Source: an optimization exercise on an open RTL-to-GDS flow (aim: small area, a short achievable clock period and few clock cycles per item). Production flows keep margins and buffers that such runs may drop.
In this exercise RTL edits were held to simulation tests only and were not proved equivalent to the original.
Power is estimated from default activity; no workload was simulated.

### design/flow/run.sh
#!/bin/bash
# synth_recipe.tcl (not shown) runs the flow's synth.tcl, then flattens the netlist and writes it again
# the make line also repeats each setting of config.mk as NAME=value (left out here)
make -C /OpenROAD-flow-scripts/flow DESIGN_CONFIG=/design/flow/config.mk WORK_HOME=/design/flow/orfs CLKGATE_MAP_FILE= SYNTH_SCRIPT=/design/flow/synth_recipe.tcl finish
### design/flow/design.v
module constrained_multi_queue_dispatcher_top (
   input  logic        clock,
   input  logic        reset,
   input  logic        req_tvalid,
   output logic        req_tready,
   input  logic [23:0] req_tdata,   
   input  logic [2:0]  req_tuser,   
   output logic        rsp_tvalid,
   input  logic        rsp_tready,
   output logic [23:0] rsp_tdata,   
   output logic [2:0]  rsp_tuser,   
   input  logic        csr_valid,
   output logic        csr_ready,
   input  logic [2:0]  csr_index,
   input  logic [19:0] csr_data
);
   localparam logic [2:0] ST_ADDED      = 3'd0;
   localparam logic [2:0] ST_DROPPED    = 3'd1;
   localparam logic [2:0] ST_DISPATCHED = 3'd2;
   localparam logic [2:0] ST_NOTHING    = 3'd3;
   localparam logic [2:0] ST_COMPLETED  = 3'd4;
   localparam logic [2:0] ST_CERROR     = 3'd5;
   logic [3:0]  en_ff;           
   logic [19:0] set_ff [4];
   logic [3:0]  lo_ff  [4];      
   logic [7:0]  hi_ff  [4];      
   logic [3:0]  empty_ff;        
   logic [3:0]  full_ff;         
   logic [15:0] top_ff [4];      
   logic [7:0]  act_ff [4];
   logic [3:0]  lt_ff;           
   logic [3:0]  nz_ff;           
   logic [3:0]  wb_we_ff;        
   logic [15:0] wb_tag_ff [4];   
   logic        pp_v_ff;         
   logic [3:0]  pp_sel_ff;
   logic [15:0] pp_tag_ff;
   logic        out_v_ff;         
   logic        busy_ff;          
   logic [20:0] out_ff;           
   logic [20:0] hold_ff;          
   logic        skid_v_ff;        
   logic [20:0] skid_ff;
   logic [1:0]  mode;
   logic        dirty;
   logic [15:0] rtag;
   logic [4:0]  zoom;
   logic [1:0]  qidx;
   assign rtag  = req_tdata[15:0];
   assign zoom  = req_tdata[20:16];
   assign qidx  = req_tdata[22:21];
   assign mode  = req_tuser[1:0];
   assign dirty = req_tuser[2];
   logic accept, out_free;
   assign out_free   = !busy_ff || rsp_tready;
   assign req_tready = !skid_v_ff;
   assign accept     = req_tvalid && !skid_v_ff;
   assign csr_ready  = 1'b1;
   assign rsp_tvalid = out_v_ff;
   assign rsp_tuser  = out_ff[20:18];
   assign rsp_tdata  = {6'd0, out_ff[15:0], out_ff[17:16]};
   logic [15:0] refill [4];      
   genvar gq;
   generate
      for (gq = 0; gq < 4; gq++) begin : g_stk
         logic [15:0] stk [31];
         logic [30:0] rsel;
         logic [15:0] rd;
         always_comb begin
            for (int i = 0; i < 31; i++) rsel[i] = lo_ff[gq][i % 4] && hi_ff[gq][i / 4];
            rd = 16'd0;
            for (int i = 0; i < 31; i++) begin
               rd = rd | (stk[i] & {16{rsel[i]}});
            end
         end
         always_ff @(posedge clock) begin
            for (int i = 0; i < 31; i++) begin
               if (wb_we_ff[gq] && rsel[i]) stk[i] <= wb_tag_ff[gq];
            end
         end
         assign refill[gq] = wb_we_ff[gq] ? wb_tag_ff[gq] : rd;
      end
   endgenerate
   function automatic logic ge5(input logic [4:0] a, input logic [4:0] b);
      logic r;
      r = 1'b1;
      for (int i = 0; i < 5; i++) begin
         r = (a[i] & ~b[i]) | (~(a[i] ^ b[i]) & r);
      end
      ge5 = r;
   endfunction
   logic [3:0]  ppq;             
   logic [3:0]  n31;             
   logic [3:0]  eff_empty, eff_full;
   logic [15:0] eff_top [4];
   logic [3:0]  take, serve, sub_sel, fet_sel;
   logic [3:0]  lt_inc, lt_dec, is1;
   logic [7:0]  act_p1 [4];
   logic [7:0]  act_m1 [4];
   logic [3:0]  lo_up [4], lo_dn [4];
   logic [7:0]  hi_up [4], hi_dn [4];
   logic        sub_hit, fet_hit, cpl_ok;
   logic [1:0]  sub_q, fet_q;
   always_comb begin
      for (int q = 0; q < 4; q++) begin
         logic [4:0] minz, maxz;
         logic [1:0] dm;
         logic       zok, dok;
         ppq[q]       = pp_v_ff && pp_sel_ff[q];
         n31[q]       = lo_ff[q][1] && hi_ff[q][7];
         eff_empty[q] = empty_ff[q] && !ppq[q];
         eff_full[q]  = full_ff[q] || (ppq[q] && n31[q]);
         eff_top[q]   = ppq[q] ? pp_tag_ff : top_ff[q];
         minz = set_ff[q][4:0];
         maxz = set_ff[q][9:5];
         dm   = set_ff[q][11:10];
         zok = ge5(zoom, minz) && ge5(maxz, zoom);
         case (dm)
            2'd0:    dok = !dirty;
            2'd1:    dok = dirty;
            default: dok = 1'b1;
         endcase
         take[q]  = en_ff[q] && !eff_full[q] && ((dm == 2'd3) || (zok && dok));
         serve[q] = en_ff[q] && !eff_empty[q] && lt_ff[q];
         act_p1[q] = act_ff[q] + 8'd1;
         act_m1[q] = act_ff[q] - 8'd1;
         lt_inc[q] = (act_p1[q] != set_ff[q][19:12]);
         lt_dec[q] = lt_ff[q] || (act_ff[q] == set_ff[q][19:12]);
         is1[q]    = (act_ff[q] == 8'd1);
         lo_up[q] = {lo_ff[q][2:0], lo_ff[q][3]};
         lo_dn[q] = {lo_ff[q][0], lo_ff[q][3:1]};
         hi_up[q] = lo_ff[q][3] ? {hi_ff[q][6:0], hi_ff[q][7]} : hi_ff[q];
         hi_dn[q] = lo_ff[q][0] ? {hi_ff[q][0], hi_ff[q][7:1]} : hi_ff[q];
      end
      sub_sel[0] = take[0];
      sub_sel[1] = take[1] && !take[0];
      sub_sel[2] = take[2] && !take[1] && !take[0];
      sub_sel[3] = take[3] && !take[2] && !take[1] && !take[0];
      fet_sel[0] = serve[0];
      fet_sel[1] = serve[1] && !serve[0];
      fet_sel[2] = serve[2] && !serve[1] && !serve[0];
      fet_sel[3] = serve[3] && !serve[2] && !serve[1] && !serve[0];
      sub_hit = |take;
      fet_hit = |serve;
      sub_q   = {sub_sel[3] | sub_sel[2], sub_sel[3] | sub_sel[1]};
      fet_q   = {fet_sel[3] | fet_sel[2], fet_sel[3] | fet_sel[1]};
      cpl_ok  = nz_ff[qidx];
   end
   logic [15:0] fet_tag;
   assign fet_tag = eff_top[fet_q];
   logic        do_sub, do_fet, do_cpl;
   logic [20:0] res;
   always_comb begin
      do_sub = 1'b0;
      do_fet = 1'b0;
      do_cpl = 1'b0;
      res    = {ST_NOTHING, 2'd0, 16'd0};
      case (mode)
         2'd0: begin
            do_sub = sub_hit;
            res    = sub_hit ? {ST_ADDED, sub_q, 16'd0} : {ST_DROPPED, 2'd0, 16'd0};
         end
         2'd1: begin
            do_fet = fet_hit;
            res    = fet_hit ? {ST_DISPATCHED, fet_q, fet_tag} : {ST_NOTHING, 2'd0, 16'd0};
         end
         2'd2: begin
            do_cpl = cpl_ok;
            res    = {cpl_ok ? ST_COMPLETED : ST_CERROR, qidx, 16'd0};
         end
         default: res = {ST_NOTHING, 2'd0, 16'd0};
      endcase
   end
   logic [3:0] pop, cpl, apply, pop_old;
   always_comb begin
      for (int q = 0; q < 4; q++) begin
         pop[q]     = accept && do_fet && fet_sel[q];
         cpl[q]     = accept && do_cpl && (qidx == 2'(q));
         apply[q]   = ppq[q] && !pop[q];
         pop_old[q] = pop[q] && !ppq[q];
      end
   end
   logic [20:0] new_head;
   assign new_head = skid_v_ff ? skid_ff : res;
   always_ff @(posedge clock) begin
      if (reset) begin
         en_ff <= 4'b0001;
         for (int q = 0; q < 4; q++) begin
            set_ff[q] <= 20'd19424;
            lo_ff[q]  <= 4'b0100;        
            hi_ff[q]  <= 8'b1000_0000;
            empty_ff[q] <= 1'b1;
            full_ff[q]  <= 1'b0;
            act_ff[q] <= 8'd0;
         end
         lt_ff     <= 4'b1111;
         nz_ff     <= 4'b0000;
         wb_we_ff  <= 4'd0;
         pp_v_ff   <= 1'b0;
         out_v_ff  <= 1'b0;
         busy_ff   <= 1'b0;
         skid_v_ff <= 1'b0;
      end else begin
         if (csr_valid && csr_index == 3'd0) begin
            for (int q = 0; q < 4; q++) en_ff[q] <= (csr_data[2:0] > 3'(q));
         end
         for (int q = 0; q < 4; q++) begin
            if (csr_valid && csr_index == 3'(q + 1)) begin
               set_ff[q] <= csr_data;
               lt_ff[q]  <= (act_ff[q] < csr_data[19:12]);
            end
         end
         for (int q = 0; q < 4; q++) begin
            if (apply[q]) begin
               lo_ff[q]    <= lo_up[q];
               hi_ff[q]    <= hi_up[q];
               empty_ff[q] <= 1'b0;
               full_ff[q]  <= n31[q];
            end else if (pop_old[q]) begin
               lo_ff[q]    <= lo_dn[q];
               hi_ff[q]    <= hi_dn[q];
               empty_ff[q] <= lo_ff[q][3] && hi_ff[q][7];
               full_ff[q]  <= 1'b0;
            end
            if (pop[q] || cpl[q]) begin
               act_ff[q] <= mode[0] ? act_p1[q] : act_m1[q];
               lt_ff[q]  <= mode[0] ? lt_inc[q] : lt_dec[q];
               nz_ff[q]  <= mode[0] || !is1[q];
            end
         end
         for (int q = 0; q < 4; q++) begin
            wb_we_ff[q] <= apply[q] && !empty_ff[q];
         end
         pp_v_ff <= accept && do_sub;
         if (out_free) out_v_ff <= skid_v_ff || accept;
         busy_ff   <= skid_v_ff || accept || (busy_ff && !rsp_tready);
         skid_v_ff <= !out_free && (skid_v_ff || accept);
      end
   end
   always_ff @(posedge clock) begin
      for (int q = 0; q < 4; q++) begin
         if (apply[q]) top_ff[q] <= pp_tag_ff;
         else if (pop_old[q]) top_ff[q] <= refill[q];
      end
   end
   always_ff @(posedge clock) begin
      for (int q = 0; q < 4; q++) wb_tag_ff[q] <= top_ff[q];
      pp_sel_ff <= sub_sel;
      pp_tag_ff <= rtag;
      out_ff  <= out_free ? new_head : hold_ff;
      hold_ff <= out_free ? new_head : out_ff;
      if (!skid_v_ff) skid_ff <= res;
   end
endmodule
### design/flow/config.mk
export PLATFORM = sky130hd
export DESIGN_NAME = constrained_multi_queue_dispatcher_top
export DESIGN_NICKNAME = constrained_multi_queue_dispatcher_top
export VERILOG_FILES = /design/flow/design.v
export SDC_FILE = /design/flow/constraint.sdc
export NUM_CORES = 4
export LEC_CHECK = 0
export CAP_MARGIN = 20
export CORE_MARGIN = 2
export CORE_UTILIZATION = 40
export CTS_CLUSTER_DIAMETER = 90
export CTS_CLUSTER_SIZE = 25
export SETUP_SLACK_MARGIN = 3.2
export SLEW_MARGIN = 20
### design/flow/constraint.sdc
create_clock -name core_clock -period 6.0 [get_ports {clock}]
set_input_delay 1.2000 -clock core_clock [delete_from_list [all_inputs] [get_ports {clock}]]
set_output_delay 1.2000 -clock core_clock [all_outputs]
set_load 0.01 [all_outputs]
==> results of run 1 <==
synth_stat cells, drive strengths merged (13+ instances only):
| library cell | count | area share [%] |
|---|---|---|
| a211oi | 40 | 0.34 |
| a21o | 13 | 0.11 |
| a21oi | 266 | 1.5 |
| a221oi | 323 | 3.1 |
| a22o | 323 | 3.1 |
| a22oi | 321 | 2.7 |
| a31oi | 22 | 0.15 |
| and2 | 132 | 0.91 |
| and3 | 136 | 0.94 |
| buf | 48 | 0.27 |
| clkbuf | 413 | 1.7 |
| dfxtp | 335 | 7.4 |
| edfxtp | 2048 | 68 |
| ha | 76 | 1.1 |
| inv | 54 | 0.22 |
| mux2i | 38 | 0.42 |
| nand2 | 470 | 2.0 |
| nand2b | 38 | 0.26 |
| nand3 | 110 | 0.61 |
| nand4 | 136 | 0.94 |
| nor2 | 131 | 0.54 |
| nor2b | 19 | 0.13 |
| nor3 | 15 | 0.083 |
| nor4 | 24 | 0.17 |
| o21a | 40 | 0.33 |
| o21ai | 136 | 0.77 |
| o32ai | 66 | 0.64 |
| or3 | 14 | 0.11 |
| xnor2 | 46 | 0.45 |
| xor2 | 27 | 0.26 |
layout make-up:
class | instances | area [µm²] | area share, %
inverter | 59 | 253 | 0.253
clock buffer | 180 | 3020 | 3.02
sequential | 2383 | 68300 | 68.4
antenna | 8 | 20.0 | 0.0201
timing repair buffer | 376 | 3100 | 3.11
multi-input combinational | 3051 | 21100 | 21.2
tap | 2992 | 3740 | 3.75
clock inverter | 20 | 283 | 0.283
sequential cells by signal, indices dropped and copies added (netlist names), 16 cells and up:
register	flops
g_stk.stk	1984
set_ff	80
top_ff	64
wb_tag_ff	64
act_ff	32
hi_ff	32
hold_ff	21
out_ff	21
skid_ff	21
lo_ff	16
pp_tag_ff	16
layout by cell type (no fill, tap or decap), types with 44 or more instances in the layout:
cell type,n
a21oi_1,259
a221oi_1,323
a22o_1,323
a22oi_1,321
and2_1,92
and3_1,121
buf_4,285
clkbuf_1,70
clkbuf_16,110
dfxtp_1,307
edfxtp_1,2048
ha_1,72
inv_1,44
nand2_1,465
nand3_1,109
nand4_1,136
nor2_1,128
o21ai_0,75
o21ai_1,58
xnor2_1,46
metrics by stage:
stage / instance area (µm²) / hold slack, ps
3_3_place_gp: 95300 / 366
5_1_grt: 99800 / 403
2_1_floorplan: 90800 / 348
4_1_cts: 99400 / 372
6_report: 99800 / 381
3_5_place_dp: 95300 / 360
where the power goes:
part | internal [mW] | switching (mW)
sequential | 17.7 | 0.0592
combinational | 0.133 | 0.244
clock | 3.60 | 5.23
worst max path at each step:
stage	startpoint	end	slack [ps]	depth (start not counted)
final	skid_v_ff	req_tready	3170	2
after global routing	lt_ff[2]	hi_ff[0][1]	3140	11
after CTS	skid_v_ff	req_tready	2980	2
after detailed placement	req_tvalid	hi_ff[0][1]	1590	10
after global placement	req_tvalid	full_ff[0]	1610	10
after floorplan	req_tuser[1]	full_ff[3]	2870	9
cells by family (layout without fill, tap and decap cells):
| logic type | Yosys count | count (layout) | synth area share (%) |
|---|---|---|---|
| AOI/OAI and AO/OA | 1605 | 1605 | 13.3 |
| xor gates and xnor gates | 73 | 73 | 0.707 |
| adders and majority gates | 76 | 76 | 1.05 |
| buffers and inverters | 520 | 635 | 2.23 |
| DFF | 2383 | 2383 | 75.4 |
| muxes | 41 | 41 | 0.470 |
| other | 2 | 15 | 0.00830 |
| and+or+nand+nor | 1249 | 1249 | 6.87 |
repair_timing:
action | CTS | global route
pin swaps | 8 | 13
resized for setup | 151 | 86
setup buffers | 28 | 13
setup endpoints to repair | 248 | 96
routing by layer:
layer | part of all wire, % | routed length (µm) | vias to the layer above
met5 | 0.0041 | 12 | -
met4 | 4.7 | 13800 | 2
met3 | 10 | 30500 | 546
met2 | 46 | 133000 | 3343
met1 | 39 | 114000 | 28900
li1 | - | - | 23600
==> flow_summary.yaml, run 1 <==
worst_setup_path:
  critPathLaunchType: "flip-flop"
  path_delay_family: "buffers and inverters"
  path_buf_inv: 2
  path_cells: "clkinvlp_4 -> clkbuf_2"
  cp_slowest_cell: "dfxtp_4"
  rr_worst_depth: 11
  arrival_ps: 1630
  ff2ff_setup_slack_ps: 3190
  max_stage_delay_ps: 380
  r2r-start: "lt_ff[2]"
  r2r_end: "hi_ff[0][1]"
  end_kind: "output pin"
  crit_type: "reg2out"
  worstPathRequired_ps: 4800
  crit_fanout: 2
placement:
  dp_hpwl_um: 173000
  pre_cts_ws_ps: 1590
  place_congestion: 0.861
  place_inst: 8819
  io_buffers: 76
sta:
  setup_slack_ps: 3170
  hold_viol_final: 0
  fin_crit_ps: 2830
  slew_viol_final: 0
  tightest_slew_ps: 1270
  fmax_mhz: 353
  rsz0062_at_grt: "true"
  period_share_pct: 47.2
  setup_viol: 0
  skew_ps: 74.5
  maxSlewHeadroom_pct: 15.6
  setup_tns_ps: 0
hold_path:
  holdPathEnd: "wb_tag_ff[3][2]"
  min_path_type: "reg2reg"
  hp-start: "top_ff[3][2]"
  holdPathStages: 0
clocking:
  clkTransAtPathRegs_ps: 100
  cts_tree: "yes"
  clock_sinks: 2383
  cts_buffers: 109
  cts-htree-levels: 3
  ctsHoldBuffers: 0
  clk_latency_ps: 830
  cts-root-buf: "clkbuf_16"
  clock_path_buffers: 3
final_layout:
  final_nets: 6111
  fillers: 19600
  fin_util_pct: 44.4
  drive_gt1_share_pct: 10.7
  fin_cells: 9069
  syn2layout_area_growth_pct: 10.4
floorplan:
  start_util_pct: 40.2
  num_rows: 174
  die_x_um: 479
  ios: 85
  die_h_um: 479
  die_area_um2: 230000
  core_um2: 225000
logic_synthesis:
  syn_inst: 5949
  async_flop_share_pct: 0
  yosys_warnings: 19
  netlist_area_um2: 90400
  seq_area_frac_synth_pct: 75.4
  synthFlopType: "edfxtp_1"
  synth_edf_count: 2048
  avgSynthCellArea_um2: 15.2
  synth_seq_cells: 2383
  yosysUniqueCellTypes: 77
global_routing:
  use_met3_pct: 4.27
  grt_pass1_wl_um: 404000
  use_met1_pct: 34.0
  grt_start_max_net_pins: 96
  grt_overflow_total: 0
  grt_pass1_vias: 52200
  grt.busiest_layer: "met2"
  antenna_found_initial: 16
  use_met2_pct: 38.4
  grt_usage_pct: 24.6
route:
  firstDrtPassIters: 6
  routed_wl_um: 292000
  drc: 0
  viasPerCell: 6.21
  ant_nets: 0
  drtIter0Drc: 8109
  routedWlPerCell_um: 32.2
  vias: 56400
run_status:
  status: "no timing/DRC/antenna violations"
job:
  cap_violations: 0
pwr:
  p_leak_nw: 31.9
  report.power.total_mw: 27.0
  power_density_nw_per_um2: 271
  ir_drop_mv: 0.240
Testbench counts, summed over its fixed seeds: cycles 12,008, items 12,000.
==> inputs of run 2 (changes only) <==
--- a/design/flow/config.mk
+++ b/design/flow/config.mk
@@ -10,5 +10,5 @@
 export CORE_UTILIZATION = 40
 export CTS_CLUSTER_DIAMETER = 90
 export CTS_CLUSTER_SIZE = 25
-export SETUP_SLACK_MARGIN = 3.2
+export SETUP_SLACK_MARGIN = 3.5
 export SLEW_MARGIN = 20
==> run 2 against run 1 <==
Still clean. Cell count up 0.87%. Design area rose by 2.5%. Total power up 0.11%. Sequential share of layout area fell by 1.5 points. Via count is 1.6% higher. Clock skew decreased by 18 ps. Clock-buffer cell count up 10. Clock power barely moved. Synthesized area did not move. Critical path type unchanged. Critical endpoint unchanged.
==> flow_summary.yaml, run 2 <==
run_status:
  status: "no timing/DRC/antenna violations"
sta:
  tightest_slew_ps: 1210
  fin_crit_ps: 2680
  setup_tns_ps: 0
  setup_viol: 0
  period_share_pct: 44.7
  hold_viol_final: 0
  fmax_mhz: 373
  skew_ps: 56.3
  rsz0062_at_grt: "true"
  maxSlewHeadroom_pct: 19.2
  slew_viol_final: 0
final_layout:
  syn2layout_area_growth_pct: 13.2
  final_cell_mix: "edfxtp_1 (2048), nand2_1 (460), a22o_1 (323)"
  largest_register_ffs: 1984
  final_nets: 6186
  drive_gt1_share_pct: 16.2
  layout_commonest_cell: "edfxtp_1"
  reg_top3: "g_stk.stk: 1984 flops, set_ff: 80 flops"
  fin_cells: 9148
  top_register: "g_stk.stk"
pwr:
  p_sw_mw: 5.55
  swShare_pct: 20.5
  clock_power_share_pct: 32.6
  internal_power_mw: 21.5
  ir_drop_mv: 0.250
  combPwrFrac_pct: 1.5
  p_leak_nw: 32.8
  power_density_nw_per_um2: 264
  seq_power_share_pct: 65.9
worst_setup_path:
  r2r_end: "top_ff[0][2]"
  r2r-start: "lo_ff[0][3]"
  critPathLaunchType: "flip-flop"
  crit_fanout: 2
  end_kind: "output pin"
  ff2ff_setup_slack_ps: 3460
  rr_worst_depth: 7
  arrival_ps: 1480
  crit_type: "reg2out"
  worstPathRequired_ps: 4800
hold_path:
  holdPathStages: 0
  hp-start: "top_ff[3][12]"
  min_path_type: "reg2reg"
  holdPathEnd: "wb_tag_ff[3][12]"
logic_synthesis:
  yosysMostFrequentCell: "edfxtp_1"
  syn_inst: 5949
  yosys-top-cells-area: "edfxtp_1 (68%), dfxtp_1 (7.4%), a221oi_1 (3.1%)"
  synth_seq_cells: 2383
  yosys.area.top_type: "edfxtp_1"
  yosysUniqueCellTypes: 77
  yosys_warnings: 19
  synth_edf_count: 2048
  yosysTopAreaCellShare_pct: 68.0
  synth_commonest_cells: "edfxtp_1 (2048), nand2_1 (469), clkbuf_1 (413)"
  seq_area_frac_synth_pct: 75.4
  avgSynthCellArea_um2: 15.2
  netlist_area_um2: 90400
  synthFlopType: "edfxtp_1"
  async_flop_share_pct: 0
global_routing:
  grt_start_max_net_pins: 87
  antenna_found_initial: 11
  grt_pass1_vias: 53000
  grt_overflow_total: 0
  grt_usage_pct: 25.0
  grt_pass1_wl_um: 410000
job:
  cap_violations: 0
route:
  ant_nets: 0
  firstDrtPassIters: 8
  viasPerCell: 6.26
  drc: 0
  vias: 57200
  drtIter0Drc: 8690
  routed_wl_um: 297000
  routedWlPerCell_um: 32.5
clocking:
  cts_tree: "yes"
  cts-htree-levels: 3
  cts_buffers: 108
  cts-root-buf: "clkbuf_16"
  clk_latency_ps: 850
  clkTransAtPathRegs_ps: 110
  clock_sinks: 2383
  clock_path_buffers: 3
floorplan:
  ios: 85
  die_h_um: 479
  core_um2: 225000
  die_x_um: 479
  start_util_pct: 40.2
  num_rows: 174
  die_area_um2: 230000
placement:
  dp_hpwl_um: 173000
  place_inst: 8810
  io_buffers: 76
  place_congestion: 0.865
-- run 2: cell counts after synthesis --
No cell type changed its count.
-- run 2: power groups by stage --
stage               combinational (mW)  sequential [mW]  clock, mW
global placement                 0.370             18.2          0
detailed placement               0.376             18.2          0
finish                           0.418             17.8       8.82
CTS                              0.399             17.8       8.90
floorplan                        0.213             18.2          0
global route                     0.449             17.8       9.44
-- run 2: kinds of logic (layout without fill, tap and decap cells) --
| kind of cell | after synthesis | count (layout) | synth area share [%] |
|---|---|---|---|
| compound gates | 1605 | 1608 | 13.3 |
| xor+xnor | 73 | 73 | 0.707 |
| fa+ha+maj | 76 | 76 | 1.05 |
| buf+inv | 520 | 714 | 2.23 |
| flops | 2383 | 2383 | 75.4 |
| mux | 41 | 41 | 0.470 |
| other cells | 2 | 12 | 0.00830 |
| simple gates | 1249 | 1249 | 6.87 |
-- run 2: worst max-delay path: stages (launching register included) --
cell,delay (ps)
dfxtp_4,370
buf_12,130
inv_8,40
buf_6,120
-- run 2: how the worst max path moves through the flow --
stage	start	end	slack, ps	depth (start not counted)
finish	skid_v_ff	req_tready	3320	3
global route	skid_v_ff	req_tready	3310	3
CTS	skid_v_ff	req_tready	3290	3
detailed placement	req_tvalid	hi_ff[0][7]	1460	11
global placement	req_tvalid	hi_ff[0][7]	1450	11
floorplan	req_tuser[1]	full_ff[3]	2870	9
-- run 2: routing by layer --
metal	track usage (%)	part of all wire, %	vias to the layer above	wire, µm
met4	11.3	5.0	4	15000
met5	0	0.0074	-	22
met2	39.3	46	3430	137000
li1	-	-	23700	-
met1	33.9	38	29400	114000
met3	4.31	11	611	31500
-- run 2: area by class of cell --
| class | count | area, µm² |
|---|---|---|
| clock buffers | 190 | 3090 |
| inverters | 59 | 329 |
| diodes | 5 | 12.5 |
| multi-input cells | 3054 | 22500 |
| well taps | 2992 | 3740 |
| clock inverters | 16 | 210 |
| fillers | 19400 | 123000 |
| repair buffers | 449 | 4010 |
| flip-flops and latches | 2383 | 68400 |
-- run 2: repair_timing --
| action | CTS | global route |
|---|---|---|
| buffers inserted | 66 | 54 |
| pin swaps | 38 | 73 |
| endpoints found under the setup margin | 394 | 233 |
| gates cloned | 1 | 4 |
| hold buffers | 0 | 0 |
| resized for setup | 476 | 229 |
-- run 2: metrics by stage --
stage	power (mW)	utilization, %	hold slack [ps]	worst slack (ps)	instance area, µm²
2_1_floorplan	18.4	-	348	2870	91400
3_3_place_gp	18.6	42.6	359	1450	95800
3_5_place_dp	18.6	42.6	354	1460	95800
4_1_cts	27.1	44.9	379	3290	101000
5_1_grt	27.7	45.5	391	3310	102000
6_report	27.1	45.5	382	3320	102000
==> inputs of run 3 (changes only) <==
--- a/design/flow/design.v
+++ b/design/flow/design.v
@@ -40,6 +40,7 @@
    logic [20:0] out_ff;           
    logic [20:0] hold_ff;          
    logic        skid_v_ff;        
+   logic        ready_ff;         
    logic [20:0] skid_ff;
    logic [1:0]  mode;
    logic        dirty;
@@ -53,7 +54,7 @@
    assign dirty = req_tuser[2];
    logic accept, out_free;
    assign out_free   = !busy_ff || rsp_tready;
-   assign req_tready = !skid_v_ff;
+   assign req_tready = ready_ff;
    assign accept     = req_tvalid && !skid_v_ff;
    assign csr_ready  = 1'b1;
    assign rsp_tvalid = out_v_ff;
@@ -200,6 +201,7 @@
          out_v_ff  <= 1'b0;
          busy_ff   <= 1'b0;
          skid_v_ff <= 1'b0;
+         ready_ff  <= 1'b1;
       end else begin
          if (csr_valid && csr_index == 3'd0) begin
             for (int q = 0; q < 4; q++) en_ff[q] <= (csr_data[2:0] > 3'(q));
@@ -235,6 +237,7 @@
          if (out_free) out_v_ff <= skid_v_ff || accept;
          busy_ff   <= skid_v_ff || accept || (busy_ff && !rsp_tready);
          skid_v_ff <= !out_free && (skid_v_ff || accept);
+         ready_ff  <= out_free || !(skid_v_ff || accept);
       end
    end
    always_ff @(posedge clock) begin
==> run 3 against run 2 <==
Total power increased by 0.81%. Global-route usage grew 0.15 points. Die area is 0.26% higher. Critical endpoint is now rsp_tuser[0]. Largest power group unchanged.
==> flow_summary.yaml, run 3 <==
clocking:
  cts_buffers: 111
  ctsHoldBuffers: 0
  clock_sinks: 2384
  cts-root-buf: "clkbuf_16"
  cts_tree: "yes"
  clk_latency_ps: 830
  clkTransAtPathRegs_ps: 100
  cts-htree-levels: 3
  clock_path_buffers: 3
final_layout:
  layout_commonest_cell: "edfxtp_1"
  drive_gt1_share_pct: 16.0
  largest_register_ffs: 1984
  final_nets: 6083
  syn2layout_area_growth_pct: 12.7
  final_cell_mix: "edfxtp_1 (2048), nand2_1 (336), a22oi_1 (322)"
  reg_top3: "g_stk.stk: 1984 flops, set_ff: 80 flops"
  fin_area_um2: 102000
  top_register: "g_stk.stk"
floorplan:
  num_rows: 174
  die_area_um2: 230000
  ios: 85
  die_h_um: 480
  core_um2: 225000
  die_x_um: 480
  start_util_pct: 40.3
global_routing:
  grt_usage_pct: 25.1
  grt_pass1_wl_um: 412000
  grt_start_max_net_pins: 82
  antenna_found_initial: 11
  grt_overflow_total: 0
  grt_pass1_vias: 52600
worst_setup_path:
  ff2ff_setup_slack_ps: 3440
  critPathLaunchType: "flip-flop"
  rr_worst_depth: 8
  path_delay_family: "flip-flops"
  end_kind: "output pin"
  cp_slowest_cell: "dfxtp_4"
  arrival_ps: 1400
  max_stage_delay_ps: 440
  r2r_end: "out_ff[6]"
  worstPathRequired_ps: 4800
  path_cells: "buf_6"
  r2r-start: "pp_sel_ff[2]"
  path_buf_inv: 1
  crit_type: "reg2out"
  crit_fanout: 2
hold_path:
  holdPathStages: 0
  min_path_type: "reg2reg"
  hp-start: "top_ff[2][8]"
  holdPathEnd: "wb_tag_ff[2][8]"
job:
  cap_violations: 0
sta:
  hold_viol_final: 0
  fin_crit_ps: 2600
  tightest_slew_ps: 1210
  rsz0062_at_grt: "true"
  period_share_pct: 43.4
  setup_slack_ps: 3400
  setup_tns_ps: 0
  hold_ws_ps: 353
  skew_ps: 57.4
  slew_viol_final: 0
  fmax_mhz: 384
  setup_viol: 0
  maxSlewHeadroom_pct: 19.0
route:
  vias: 56600
  routedWlPerCell_um: 33.1
  viasPerCell: 6.26
  routed_wl_um: 299000
  ant_nets: 0
  drc: 0
  drtIter0Drc: 8741
  firstDrtPassIters: 6
logic_synthesis:
  seq_area_frac_synth_pct: 75.2
  syn_inst: 5870
  synth_seq_cells: 2384
  yosys.area.top_type: "edfxtp_1"
  avgSynthCellArea_um2: 15.4
  synthFlopType: "edfxtp_1"
  yosysMostFrequentCell: "edfxtp_1"
  netlist_area_um2: 90700
  yosys_warnings: 19
  synth_edf_count: 2048
  async_flop_share_pct: 0
  synth_commonest_cells: "edfxtp_1 (2048), clkbuf_1 (408), nand2_1 (341)"
  yosys-top-cells-area: "edfxtp_1 (68%), dfxtp_1 (7.4%), a221oi_1 (3.1%)"
  yosysUniqueCellTypes: 83
  yosysTopAreaCellShare_pct: 67.8
placement:
  post_dp_cell_area_um2: 95600
  pre_cts_ws_ps: 1420
  place_congestion: 0.881
  io_buffers: 76
  dp_hpwl_um: 173000
pwr:
  p_leak_nw: 32.8
  clock_power_share_pct: 33.0
  power_density_nw_per_um2: 267
  combPwrFrac_pct: 1.6
  internal_power_mw: 21.6
  seq_power_share_pct: 65.4
  report.power.total_mw: 27.3
  p_sw_mw: 5.66
  swShare_pct: 20.7
  ir_drop_mv: 0.324
run_status:
  status: "no timing/DRC/antenna violations"
==> run 3: changes by cell type in the layout (fill, tap and decap cells not counted), moves of 23 or more <==
cell,delta
a21oi_1,-30
and2_4,-23
mux2i_1,+33
nand2_1,-124
nand2b_1,+24
nand3_1,-29
nand3b_1,+27
o21ai_0,+42
o21ai_1,-34
==> run 3: per-stage QoR <==
| stage | util, % | std cells |
|---|---|---|
| 6_report | 45.4 | 9039 |
| 5_1_grt | 45.4 | 9037 |
| 4_1_cts | 44.8 | 8983 |
| 3_5_place_dp | 42.5 | 8732 |
| 3_3_place_gp | 42.5 | 8732 |
| 2_1_floorplan | - | 5875 |
==> run 3: layout make-up <==
cell class,instances,area (µm²)
Clock inverter,23,312
Tap cell,2992,3740
Multi-Input combinational cell,2972,22500
Sequential cell,2384,68400
Timing Repair Buffer,424,3850
Fill cell,19500,123000
Inverter,59,279
Antenna cell,6,15.0
Clock buffer,179,3090
==> run 3: power by group through the flow <==
stage / Combinational [mW] / Clock, mW / Sequential [mW]
finish: 0.431 / 9.01 / 17.8
global route: 0.459 / 9.58 / 17.8
CTS: 0.412 / 9.05 / 17.8
detailed placement: 0.391 / 0 / 18.2
global placement: 0.383 / 0 / 18.2
floorplan: 0.220 / 0 / 18.2
==> run 3: metal layers <==
layer / GRT usage [%] / share of wire [%] / vias to the layer above / wire (µm)
met4: 11.2 / 4.9 / 0 / 14800
met3: 4.49 / 10 / 543 / 31400
met5: 0 / 0 / - / 0
met1: 34.3 / 39 / 29100 / 116000
li1: - / - / 23500 / -
met2: 39.2 / 46 / 3456 / 137000
==> run 3: timing repair <==
action	CTS	global route
gates cloned	2	4
setup endpoints to repair	315	203
pin swaps	44	83
hold endpoints to repair	0	0
setup buffers	47	46
resized for setup	463	234
==> run 3: worst max path at each step <==
| stage | slack, ps | from | to | depth (start not counted) |
|---|---|---|---|---|
| 2_1_floorplan | 3020 | req_tuser[1] | full_ff[0] | 10 |
| 3_3_place_gp | 1480 | req_tuser[1] | hi_ff[3][7] | 11 |
| 3_5_place_dp | 1420 | req_tuser[1] | hi_ff[2][3] | 10 |
| 4_1_cts | 3360 | out_ff[18] | rsp_tuser[0] | 1 |
| 5_1_grt | 3370 | pp_v_ff | hi_ff[2][1] | 10 |
| 6_report | 3400 | out_ff[18] | rsp_tuser[0] | 1 |
==> run 3: cell families after synthesis <==
family,share of synthesized area [%]
DFF,75.2
muxes,1.03
AOI/OAI and AO/OA,13.3
and+or+nand+nor,6.49
adders and majority gates,1.05
other,0.00828
buffers and inverters,2.23
xor gates and xnor gates,0.686
Testbench counts of run 3, summed over its fixed seeds: cycles 12,008, items 12,000.
==> inputs of run 4 (changes only) <==
--- a/design/flow/config.mk
+++ b/design/flow/config.mk
@@ -10,5 +10,5 @@
 export CORE_UTILIZATION = 40
 export CTS_CLUSTER_DIAMETER = 90
 export CTS_CLUSTER_SIZE = 25
-export SETUP_SLACK_MARGIN = 3.5
+export SETUP_SLACK_MARGIN = 3.8
 export SLEW_MARGIN = 20
==> run 4 against run 3 <==
Non-clock buffer count increased by 258. Utilization increased by 2.5 points. Critical path depth increased by 13. Highest routed layer is now met5. Routed wire length increased by 5.0%. Critical path type is now reg2reg. First-iteration DRC count increased by 5.2%. Still clean.
==> flow_summary.yaml, run 4 <==
final_layout:
  drive_gt1_share_pct: 24.9
  layout_commonest_cell: "edfxtp_1"
  largest_register_ffs: 1984
  fin_area_um2: 108000
  final_nets: 6342
  top_register: "g_stk.stk"
  final_cell_mix: "edfxtp_1 (2048), buf_4 (361), a22oi_1 (322)"
  reg_top3: "g_stk.stk: 1984 flops, set_ff: 80 flops"
  fin_cells: 9304
  syn2layout_area_growth_pct: 19.0
clocking:
  clkTransAtPathRegs_ps: 100
  clock_path_buffers: 3
  cts-htree-levels: 3
  clk_latency_ps: 820
  cts-root-buf: "clkbuf_16"
  cts_tree: "yes"
  cts_buffers: 110
  ctsHoldBuffers: 0
  clock_sinks: 2384
logic_synthesis:
  syn_inst: 5870
  synth_seq_cells: 2384
  yosysTopAreaCellShare_pct: 67.8
  synth_commonest_cells: "edfxtp_1 (2048), clkbuf_1 (408), nand2_1 (341)"
  yosysMostFrequentCell: "edfxtp_1"
  async_flop_share_pct: 0
  yosys-top-cells-area: "edfxtp_1 (68%), dfxtp_1 (7.4%), a221oi_1 (3.1%)"
  synth_edf_count: 2048
  yosysUniqueCellTypes: 83
  synthFlopType: "edfxtp_1"
  netlist_area_um2: 90700
  avgSynthCellArea_um2: 15.4
  seq_area_frac_synth_pct: 75.2
  yosys_warnings: 19
  yosys.area.top_type: "edfxtp_1"
worst_setup_path:
  r2r-start: "pp_v_ff"
  crit_type: "reg2reg"
  critPathLaunchType: "flip-flop"
  startpoint: "pp_v_ff"
  rr_worst_depth: 14
  arrival_ps: 3400
  path_cells: "buf_12 -> nand2_8 -> a21oi_4 -> o41ai_4 -> nor2_4 -> buf_12 -> buf_6 -> nand3_4 -> ha_4 -> nand2_1 -> a21oi_4 -> buf_12 -> nor2_1 -> a211oi_1"
  end_kind: "flip-flop"
  max_stage_delay_ps: 450
  ff2ff_setup_slack_ps: 3330
  crit_fanout: 8
  r2r_end: "hi_ff[1][2]"
  crit_path_frequent_cell: "buf_12"
  worstPathRequired_ps: 6730
  cp_slowest_cell: "o41ai_4"
sta:
  skew_ps: 50.7
  maxSlewHeadroom_pct: 23.8
  setup_tns_ps: 0
  fin_crit_ps: 2670
  tightest_slew_ps: 1140
  setup_viol: 0
  fmax_mhz: 374
  period_share_pct: 44.5
  slew_viol_final: 0
  hold_viol_final: 0
  rsz0062_at_grt: "true"
global_routing:
  grt_pass1_wl_um: 427000
  grt_start_max_net_pins: 156
  grt_pass1_vias: 54800
  grt_usage_pct: 26.0
  grt_overflow_total: 0
  antenna_found_initial: 13
placement:
  post_dp_cell_area_um2: 95700
  dp_hpwl_um: 173000
  place_congestion: 0.863
  io_buffers: 76
  place_inst: 8730
floorplan:
  die_h_um: 480
  core_um2: 225000
  num_rows: 174
  ios: 85
  start_util_pct: 40.3
  die_x_um: 480
  die_area_um2: 230000
pwr:
  report.power.total_mw: 27.3
  p_leak_nw: 35.2
  ir_drop_mv: 0.237
  power_density_nw_per_um2: 253
run_status:
  status: "no timing/DRC/antenna violations"
hold_path:
  holdPathEnd: "wb_tag_ff[3][13]"
  hp-start: "top_ff[3][13]"
  holdPathStages: 0
  min_path_type: "reg2reg"
route:
  routedWlPerCell_um: 33.8
  routed_wl_um: 314000
  drc: 0
  vias: 58700
  drtIter0Drc: 9193
  viasPerCell: 6.31
  ant_nets: 0
  firstDrtPassIters: 6
job:
  cap_violations: 0
run 4: cell counts after synthesis:
Identical to the previous run, type by type.
run 4: final cells by class:
cell class | count | area (µm²)
Sequential cell | 2384 | 68500
Fill cell | 18800 | 117000
Tap cell | 2992 | 3740
Inverter | 59 | 303
Multi-Input combinational cell | 2974 | 24500
Antenna cell | 5 | 12.5
Clock buffer | 192 | 3160
Timing Repair Buffer | 682 | 7520
Clock inverter | 16 | 210
run 4: stage by stage:
stage,setup slack [ps],utilization (%),hold WS (ps)
finish,3330,47.9,358
global route,3260,47.9,386
CTS,3350,46.7,359
detailed placement,1370,42.5,356
global placement,1390,42.5,353
floorplan,3020,-,342
run 4: worst max-delay path by stage:
| stage | end | slack (ps) | cells past startpoint |
|---|---|---|---|
| after detailed placement | hi_ff[2][2] | 1370 | 10 |
| final | hi_ff[1][2] | 3330 | 14 |
| after global placement | hi_ff[2][7] | 1390 | 11 |
| after floorplan | full_ff[0] | 3020 | 10 |
| after global routing | hi_ff[1][2] | 3260 | 14 |
| after CTS | rsp_tdata[1] | 3350 | 1 |
run 4: cells by family after synthesis:
group	after synthesis	synth area share, %
and+or+nand+nor	1134	6.49
buffers and inverters	520	2.23
xor gates and xnor gates	71	0.686
AOI/OAI and AO/OA	1593	13.3
muxes	90	1.03
adders and majority gates	76	1.05
DFF	2384	75.2
other	2	0.00828
run 4: what timing repair did:
action / in CTS / in global routing
endpoints found under the setup margin: 860 / 412
pin swaps: 200 / 166
setup buffers: 241 / 84
cloned: 15 / 20
gates resized for setup: 1060 / 400
run 4: layer usage:
metal	track usage (%)	up-vias	wire [µm]	part of all wire, %
met5	0	-	46	0.015
met4	11.9	4	17300	5.5
met3	5.18	745	34700	11
met2	41.3	3802	145000	46
met1	34.5	30100	118000	37
li1	-	24000	-	-
run 4: power by group:
part	internal, mW	switching (mW)	leakage (nW)	total, mW
Clock	3.67	5.31	1.60	8.98
Sequential	17.7	0.0728	21.2	17.8
Combinational	0.209	0.294	12.4	0.503
Total	21.6	5.68	35.2	27.3
run 4: worst max-delay path, delay by kind of cell (launching register included):
family                   cells  cell delay, ps
adder cells (fa/ha/maj)      1             200
AO/OA/AOI/OAI                4             980
AND/OR/NAND/NOR              5             410
buffers and inverters        4             580
flip-flops                   1             390
==> inputs of run 5 (changes only) <==
--- a/design/flow/config.mk
+++ b/design/flow/config.mk
@@ -10,5 +10,5 @@
 export CORE_UTILIZATION = 40
 export CTS_CLUSTER_DIAMETER = 90
 export CTS_CLUSTER_SIZE = 25
-export SETUP_SLACK_MARGIN = 3.8
+export SETUP_SLACK_MARGIN = 3.4
 export SLEW_MARGIN = 20
==> run 5 against run 4 <==
Critical path depth is 1 lower. Combinational power shrank about 20%. Total power increased by 0.51%. Sequential share of layout area rose by 3.6 points. Highest routed layer is now met4.
==> flow_summary.yaml, run 5 <==
sta:
  maxSlewHeadroom_pct: 13.8
  setup_viol: 0
  fmax_mhz: 383
  period_share_pct: 43.5
  hold_ws_ps: 372
  fin_crit_ps: 2610
  setup_tns_ps: 0
  slew_viol_final: 0
  rsz0062_at_grt: "true"
  tightest_slew_ps: 1290
  skew_ps: 59.8
  hold_viol_final: 0
  setup_slack_ps: 3390
route:
  viasPerCell: 6.26
  ant_nets: 0
  firstDrtPassIters: 6
  drtIter0Drc: 8622
  drc: 0
  vias: 56600
  routedWlPerCell_um: 33.0
  routed_wl_um: 298000
clocking:
  cts-htree-levels: 3
  clkTransAtPathRegs_ps: 100
  cts_buffers: 113
  ctsHoldBuffers: 0
  clock_sinks: 2384
  clock_path_buffers: 3
  clk_latency_ps: 830
  cts_tree: "yes"
  cts-root-buf: "clkbuf_16"
final_layout:
  final_nets: 6084
  fillers: 19500
  drive_gt1_share_pct: 15.1
  reg_top3: "g_stk.stk: 1984 flops, set_ff: 80 flops"
  fin_util_pct: 45.3
  top_register: "g_stk.stk"
  largest_register_ffs: 1984
  layout_commonest_cell: "edfxtp_1"
  fin_area_um2: 102000
  multi_input_area_um2: 22300
  syn2layout_area_growth_pct: 12.5
  final_cell_mix: "edfxtp_1 (2048), nand2_1 (335), a22oi_1 (322)"
  seqCellArea_um2: 68300
placement:
  dp_hpwl_um: 171000
  pre_cts_ws_ps: 1260
  post_dp_cell_area_um2: 95600
  io_buffers: 76
  place_congestion: 0.905
floorplan:
  ios: 85
  die_x_um: 480
  start_util_pct: 40.3
  num_rows: 174
  die_h_um: 480
  die_area_um2: 230000
  core_um2: 225000
global_routing:
  grt_pass1_wl_um: 411000
  grt_start_max_net_pins: 122
  antenna_found_initial: 8
  grt_usage_pct: 25.0
  grt_pass1_vias: 52900
  grt_overflow_total: 0
logic_synthesis:
  yosys.area.top_type: "edfxtp_1"
  yosys-top-cells-area: "edfxtp_1 (68%), dfxtp_1 (7.4%), a221oi_1 (3.1%)"
  yosysUniqueCellTypes: 83
  synth_seq_cells: 2384
  async_flop_share_pct: 0
  synth_commonest_cells: "edfxtp_1 (2048), clkbuf_1 (408), nand2_1 (341)"
  yosysTopAreaCellShare_pct: 67.8
  syn_inst: 5870
  synthFlopType: "edfxtp_1"
  netlist_area_um2: 90700
  synth_edf_count: 2048
  yosysMostFrequentCell: "edfxtp_1"
  yosys_warnings: 19
  seq_area_frac_synth_pct: 75.2
  avgSynthCellArea_um2: 15.4
worst_setup_path:
  crit_type: "reg2reg"
  arrival_ps: 3360
  critPathLaunchType: "flip-flop"
  worstPathRequired_ps: 6750
  end_kind: "flip-flop"
  crit_fanout: 6
job:
  cap_violations: 0
run_status:
  status: "no timing/DRC/antenna violations"
pwr:
  p_leak_nw: 32.7
  ir_drop_mv: 0.264
  power_density_nw_per_um2: 269
hold_path:
  min_path_type: "reg2reg"
==> run 5: cell counts after synthesis <==
Identical to the previous run, type by type.
==> run 5: area by class of cell <==
cell class | instances | area share, %
flip-flops and latches | 2384 | 67.0
multi-input cells | 2973 | 21.9
well taps | 2992 | 3.67
repair buffers | 422 | 3.65
clock buffers | 190 | 3.16
clock inverters | 26 | 0.326
inverters | 59 | 0.269
diodes | 3 | 0.00736
==> run 5: cells by family (layout without fill, tap and decap cells) <==
| logic type | Yosys count | in the layout | share of synthesized area [%] |
|---|---|---|---|
| compound gates | 1593 | 1594 | 13.3 |
| mux | 90 | 90 | 1.03 |
| fa+ha+maj | 76 | 76 | 1.05 |
| other cells | 2 | 10 | 0.00828 |
| flops | 2384 | 2384 | 75.2 |
| buf+inv | 520 | 697 | 2.23 |
| xor+xnor | 71 | 71 | 0.686 |
| simple gates | 1134 | 1135 | 6.49 |
==> run 5: where the power goes <==
part	switching (mW)	internal [mW]	total, mW
Combinational	0.242	0.162	0.404
Sequential	0.0761	17.8	17.8
Clock	5.41	3.80	9.21
Total	5.72	21.7	27.4
==> run 5: timing repair <==
| action | in CTS | in global routing |
|---|---|---|
| buffers inserted | 62 | 38 |
| cloned | 2 | 4 |
| setup endpoints to repair | 344 | 205 |
| pin swaps | 36 | 70 |
| gates resized for setup | 400 | 158 |
==> run 5: worst paths after layout <==
kind | slack [ps] | endpoint | start | cells past startpoint
max | 3390 | hi_ff[2][4] | pp_v_ff | 13
min | 370 | wb_tag_ff[3][12] | top_ff[3][12] | 0
max reg2reg | 3390 | hi_ff[2][4] | pp_v_ff | 13
min reg2reg | 370 | wb_tag_ff[3][12] | top_ff[3][12] | 0
==> run 5: stage by stage <==
stage	cells	power, mW
after floorplan	5875	18.4
after global placement	8723	18.6
after detailed placement	8723	18.6
after CTS	9003	27.5
after global routing	9047	28.1
final	9049	27.4
==> run 5: layer usage <==
layer / track usage, % / wire length, µm
met4: 10.2 / 14100
met1: 33.7 / 114000
met2: 39.7 / 137000
met3: 5.09 / 33000
met5: 0 / 0
==> run 5: critical path, cell delays in order, from the launching register on <==
cell and delay, ps:
dfxtp_4 470, buf_12 150, nand2_8 60, a21oi_4 250, o41ai_4 150, nor2_4 120, buf_12 160, nand3_4 140
ha_4 260, nand2b_4 160, a21oi_4 230, buf_6 150, nor2_1 50, a211oi_2 210

## port drivers added, routing unchanged
How much do the figures lean on ideal ports? The routed layouts below were timed once more, with nothing changed but the port constraints. Step 1 (the two cells are an assumption about what drives the block):
set clk [get_ports {clock}]
set_driving_cell -lib_cell sky130_fd_sc_hd__clkbuf_16 $clk
set_driving_cell -lib_cell sky130_fd_sc_hd__buf_2 [delete_from_list [all_inputs] $clk]
Step 2 times the ports against the registers' clock, not the clock port: input delays grow and output delays shrink by t, the midpoint of the rising clock arrivals with the driver on. a / b / c = ideal ports / drivers / drivers and shift; a / b = the first two.
run | shift t [ns] | slack for setup (ns) | worst setup path at the end | pins driven straight from the clock port
run 1 | 0.882 | 3.170 / 3.089 / 2.352 | input to register | 1
run 2 | 0.903 | 3.316 / 3.227 / 2.570 | input to register | 1
run 3 | 0.907 | 3.399 / 3.295 / 2.615 | input to register | 1
run 4 | 0.889 | 3.328 / 3.318 / 2.460 | input to register | 1
run 5 | 0.895 | 3.388 / 3.335 / 2.573 | input to register | 1
After both steps every run listed still meets setup and hold. For run 4, which loses most, drivers alone change the setup slack by -0.010 ns; drivers and shift together by -0.868 ns.
